From an optimization exercise on the open Yosys and OpenROAD flow, aimed at small area, a short achievable clock period and few clock cycles per item; shortcuts taken in it are not production practice.
RTL that was checked went through simulation tests only; none was proved equivalent to the original.
The RTL of run 1 was laid out without a check of its function.

==> flow/design.v, too long to show whole: its modules and the start of the top module <==
// module conv_fa: 10 lines
// module conv_ha: 9 lines
// module conv_stream_mc: 6941 lines
module conv_stream_mc
#(
  parameter int WORD_LENGTH = conv_pkg::WORD_LENGTH_DEF,
  parameter int ACC_WIDTH   = conv_pkg::ACC_WIDTH_DEF,
  parameter int IMAGE_SIZE  = conv_pkg::IMAGE_SIZE_DEF,
  parameter int KERNEL_SIZE = conv_pkg::KERNEL_SIZE_DEF,
  parameter int STRIDE      = conv_pkg::STRIDE_DEF,
  parameter int OUT_CH      = conv_pkg::OUT_CH_DEF
) (
  input  logic                                            clk,
  input  logic                                            rst,
  input  logic                                            weight_load,
  input  logic [OUT_CH*KERNEL_SIZE*KERNEL_SIZE*WORD_LENGTH-1:0] weight_value,
  input  logic [OUT_CH*ACC_WIDTH-1:0]                     bias_value,
  input  logic                                            relu_en,
  input  logic                                            in_valid,
  output logic                                            in_ready,
  input  logic [WORD_LENGTH-1:0]                          data_in,
  output logic                                            out_valid,
  input  logic                                            out_ready,
  output logic [OUT_CH*ACC_WIDTH-1:0]                     data_out,
  output logic [conv_pkg::IDX_WIDTH-1:0]                  out_row,
  output logic [conv_pkg::IDX_WIDTH-1:0]                  out_col,
  output logic                                            frame_done
);
  // ...
==> flow/run.sh <==
#!/bin/bash
# synth_recipe.tcl (not shown) runs the flow's synth.tcl, then flattens the netlist and writes it again
# the make line also repeats each setting of config.mk as NAME=value (left out here)
make -C /OpenROAD-flow-scripts/flow DESIGN_CONFIG=/design/flow/config.mk WORK_HOME=/design/flow/orfs CLKGATE_MAP_FILE= SYNTH_SCRIPT=/design/flow/synth_recipe.tcl finish
==> flow/config.mk <==
export PLATFORM = sky130hd
export DESIGN_NAME = conv_stream_mc
export DESIGN_NICKNAME = conv_stream_mc
export VERILOG_FILES = /design/flow/design.v
export SDC_FILE = /design/flow/constraint.sdc
export NUM_CORES = 4
export LEC_CHECK = 0
export CAP_MARGIN = 20
export CORE_MARGIN = 2
export CORE_UTILIZATION = 40
export SLEW_MARGIN = 60
export SYNTH_HIERARCHICAL = 1
export SYNTH_MINIMUM_KEEP_SIZE = 0
==> flow/constraint.sdc <==
create_clock -name core_clock -period 20.0 [get_ports {clk}]
set_input_delay 4.0000 -clock core_clock [delete_from_list [all_inputs] [get_ports {clk}]]
set_output_delay 4.0000 -clock core_clock [all_outputs]
set_load 0.01 [all_outputs]
==> flow_summary_export.csv, run 1 <==
group,metric,value,unit
floorplanning,core_area,339000,µm²
routing,vias,79124,
finish,clockBufferCount,237,
synth,ys_async_sr_fraction,1.54,%
critical_path,r2r_start,"sr[242]$_DFFE_PP_",
finish,seq_area,52000,µm²
finish,largest_reg_flops,896,
clock_network,clkLatencyLatePin,940,ps
timing,setup_tns,0,ps
routing,wl_met2,203000,µm
status,run_status,"no timing/DRC/antenna violations",
synth,yosysSeqAreaShare,38.3,%
critical_path,path_buf_inv,1,
finish,multi_input_area_share,52.7,%
synth,synthTopCellsByCount,"fa_1 (3200), nand2_1 (2581), edfxtp_1 (1689)",
routing,drt_iter0_drc,7917,
finish,multiInputGateArea,81800,µm²
synth,synthMuxAreaShare,0.0534,%
critical_path,r2r_cells,10,
critical_path,worstReg2RegEnd,"x3_c0[25]$_DFFE_PP_",
min_path,min_to,"sr[359]$_DFFE_PP_",
routing,routedLengthMet1,159000,µm
timing,final-hold-violation-count,0,
synth,synthAdderAreaFrac,47.6,%
finish,nonClkBufAreaFrac,5.64,%
==> run 2: changes to the inputs <==
--- a/flow/design.v
+++ b/flow/design.v
@@ -114,17 +114,17 @@
     s_v_n = s_v ? !h_room : (sr_hit && !h_room && sh);
   end
   always_ff @(posedge clk or posedge rst) begin
     if (rst) begin
       x_v        <= 1'b0;
       s_v        <= 1'b0;
       h_v        <= 1'b0;
       sh_r       <= 1'b0;
-      in_ready_r <= 1'b1;
+      in_ready_r <= 1'b0;
       sr_hit     <= 1'b0;
       row_r      <= 5'd0;
       col_r      <= 5'd0;
     end else begin
       x_v        <= x_v_n;
       s_v        <= s_v_n;
       sh_r       <= x_v_n && !s_v_n;
       in_ready_r <= !(x_v_n && s_v_n);
==> flow/flow/run.sh (new file) <==
#!/bin/bash
export BUFFER_PORTS_ARGS="-buffer_cell sky130_fd_sc_hd__buf_1"
bash standard.sh SETUP_SLACK_MARGIN=14.8 finish > standard.log 2>&1
==> flow/standard.sh (new file) <==
#!/bin/bash
# synth_recipe.tcl (not shown) runs the flow's synth.tcl, then flattens the netlist and writes it again
# the make line also repeats each setting of config.mk as NAME=value (left out here)
make -C /OpenROAD-flow-scripts/flow DESIGN_CONFIG=/design/flow/config.mk WORK_HOME=/design/flow/orfs CLKGATE_MAP_FILE= SYNTH_SCRIPT=/design/flow/synth_recipe.tcl "${@:-finish}"
removed: flow/run.sh
==> flow_summary_export.csv, run 2 <==
group,metric,value,unit
clock_network,htree_levels,4,
critical_path,crit_path_top_delay_cell,"edfxtp_1",
timing,max_slew_margin,55.3,%
finish,final_common_cell,"fa_1",
finish,top_register,"sr",
placement,place_congestion,0.963,
synth,yosysWarnings,7,
critical_path,crit_cells,1,
critical_path,path_buf_inv,1,
critical_path,critPathLaunchType,"register",
finish,drive_gt1_share,9.06,%
synth,ys.flop_type,"edfxtp_1",
grt,gr-total-overflow,0,
timing,period_needed,5520,ps
critical_path,crit_fanout,1,
critical_path,path_class,"reg2out",
synth,synth_top_area_share,47.1,%
grt,antenna_found_initial,35,
synth,synthTopCellsByCount,"fa_1 (3200), nand2_1 (2581), edfxtp_1 (1689)",
synth,ys_async_sr_fraction,1.54,%
routing,routed_wl,420000,µm
synth,synth.most_common_cell,"fa_1",
synth,synth.avg_cell_area,14.6,µm²
placement,portBuffers,490,
clock_network,hold_buffers,0,
floorplanning,pin_count,497,
floorplanning,start_util,40.1,%
critical_path,cp-end-kind,"output pin",
critical_path,path_cells,"buf_1",
routing,final_antenna_net_count,0,
critical_path,cp.required,16000,ps
synth,synth_edf_count,1689,
finish,design_area,153000,µm²
clock_network,root_buffer,"clkbuf_16",
critical_path,slowest_delay,430,ps
clock_network,cts_tree,"done",
synth,synth-seq-cells,1748,
placement,place_hpwl,334000,µm
routing,vias,79651,
critical_path,path_delay_family,"flip-flops",
grt,track_usage,25.0,%
finish,final_cell_mix,"fa_1 (3191), nand2_1 (2580), edfxtp_1 (1689)",
critical_path,r2r_cells,9,
floorplanning,fp.dieArea,344000,µm²
placement,placed_area,145000,µm²
finish,final_net_count,13817,
synth,synthCells,9328,
finish,top_regs,"sr: 896 flops, weights_r: 400 flops",
synth,synth_area_leaders,"fa_1 (47%), edfxtp_1 (37%), nand2_1 (7.1%), and2_1 (3.1%), clkbuf_1 (1.5%)",
grt,grt_max_degree,84,
finish,fill_cells,30041,
timing,rsz0062_at_grt,"yes",
routing,drt_iter0_drc,7886,
critical_path,worstPathArrival,1520,ps
clock_network,cts_buffer_depth,4,
floorplanning,core_area,339000,µm²
floorplanning,die_h,587,µm
synth,yosysSeqAreaShare,38.3,%
timing,finalCritPeriodShare,27.6,%
synth,synthDistinctLibCells,60,
min_path,hp-class,"reg2reg",
finish,area_delta_synth_final,12.7,%
timing,slew_violations,0,
floorplanning,die_width,587,µm
timing,setup_violations,0,
synth,syn-cell-area,136000,µm²
grt,grt_first_pass_wirelength,623000,µm
routing,wire_per_inst,28.4,µm
timing,worstMarginPinSlew,671,ps
timing,final-hold-violation-count,0,
status,run_status,"no timing/DRC/antenna violations",
clock_network,cts_buffers,193,
clock_network,clock_sinks,1748,
min_path,whs_path_depth,0,
routing,firstDrtPassIters,7,
timing,clock_skew,101,ps
timing,setup_tns,0,ps
timing,timing.fmax,181,MHz
clock_network,clk_pin_slew_worst_paths,60,ps
floorplanning,row_count,214,
routing,drc,0,
clock_network,clkLatencyLatePin,950,ps
flow_run,drv_cap,0,
synth,yosys.area.top_type,"fa_1",
grt,first_global_vias,91706,
finish,largest_reg_flops,896,
routing,vias_per_cell,5.38,
run 2: cell count changes after synthesis:
cell and delta:
dfrtp_1 +1, dfstp_2 -1
run 2: final timing paths:
check	from	endpoint	slack, ps
worst max-delay path	h_d[14]$_DFFE_PN_	data_out[14]	14480
worst min-delay path	sr[472]$_DFFE_PP_	sr[480]$_DFFE_PP_	370
worst max register to register	weights_r[138]$_DFFE_PP_	x3_c0[19]$_DFFE_PP_	14880
worst min register to register	sr[472]$_DFFE_PP_	sr[480]$_DFFE_PP_	370
max in group asynchronous	rst	sh_r$_DFF_PP0_	16600
min in group asynchronous	rst	col_r[0]$_DFFE_PP0P_	3050
run 2: logic make-up after synthesis:
group,Yosys count,share of synthesized area (%)
XOR/XNOR,124,0.799
flip-flops,1748,38.3
AO/OA/AOI/OAI,132,0.636
buffers and inverters,697,1.95
adder cells (fa/ha/maj),3249,47.6
multiplexers,7,0.0534
other,2,0.00553
AND/OR/NAND/NOR,3369,10.7
run 2: layer usage:
layer  wire (µm)  track usage (%)
met1      154000             31.8
met2      198000             39.6
met3       38000             5.21
met4       30100             14.8
met5          95                0
run 2: timing repair:
action,4_1_cts,5_1_grt
buffers inserted,62,65
setup endpoints to repair,240,250
resized for setup,36,42
endpoints found under the hold margin,0,0
gates cloned,0,0
pin swaps,0,0
run 2: through the flow:
stage / hold WS (ps) / std cells / utilization (%) / setup slack [ps]
after detailed placement: 405 / 14313 / 42.9 / 13510
after floorplan: 400 / 9460 / - / 10050
after global routing: 367 / 14810 / 45.2 / 14440
after global placement: 402 / 14040 / 42.1 / 12650
final: 370 / 14812 / 45.2 / 14480
after CTS: 371 / 14721 / 44.9 / 14410
run 2: final cells by class:
cell class	instances	area (µm²)	share of cell area, %
inverters	124	467	0.305
repair buffers	1040	6760	4.41
flip-flops and latches	1748	52000	34.0
multi-input cells	7015	81800	53.4
clock inverters	125	1330	0.871
clock buffers	221	5000	3.26
well taps	4536	5680	3.71
diodes	3	7.51	0.00490
run 2: modules after synthesis (local to each module, per instance):
module,flip-flops and latches,area [µm²]
conv_ha,0,12.5
conv_fa,0,20.0
conv_stream_mc,1748,71800
Testbench counts of run 2, summed over its fixed seeds: cycles 18,840, pixels 18,816.

-- afterwards: timing with drivers on the ports --
The flow's constraints put no driver on any port. The routed layouts listed below were extracted and timed again, unchanged, in two steps. Step 1: set_driving_cell puts a clkbuf_16 on clk and a buf_2 on each other input, an assumption about the parent block. Step 2 also shifts input and output timing later by t, the mid clock arrival at the registers, as if the neighbouring blocks saw the same clock. a / b / c = no drivers / after step 1 / after step 2; a / b = the first two.
| run | t, ns | slack for setup (ns) | worst hold slack (ns) | latest minus earliest clock arrival (ns) | worst data-port slew with drivers (ns) |
|---|---|---|---|---|---|
| run 1 | 1.008 | 14.004 / 13.895 / 13.359 | 0.333 / 0.333 / 0.333 | 0.107 / 0.107 | 0.18 |
| run 2 | 0.987 | 14.478 / 14.387 / 13.970 | 0.370 / 0.370 / 0.370 | 0.104 / 0.104 | 0.14 |
After both steps every run listed still meets setup and hold. For run 1, which loses most, drivers alone change the setup slack by -0.109 ns; drivers and shift together by -0.645 ns.
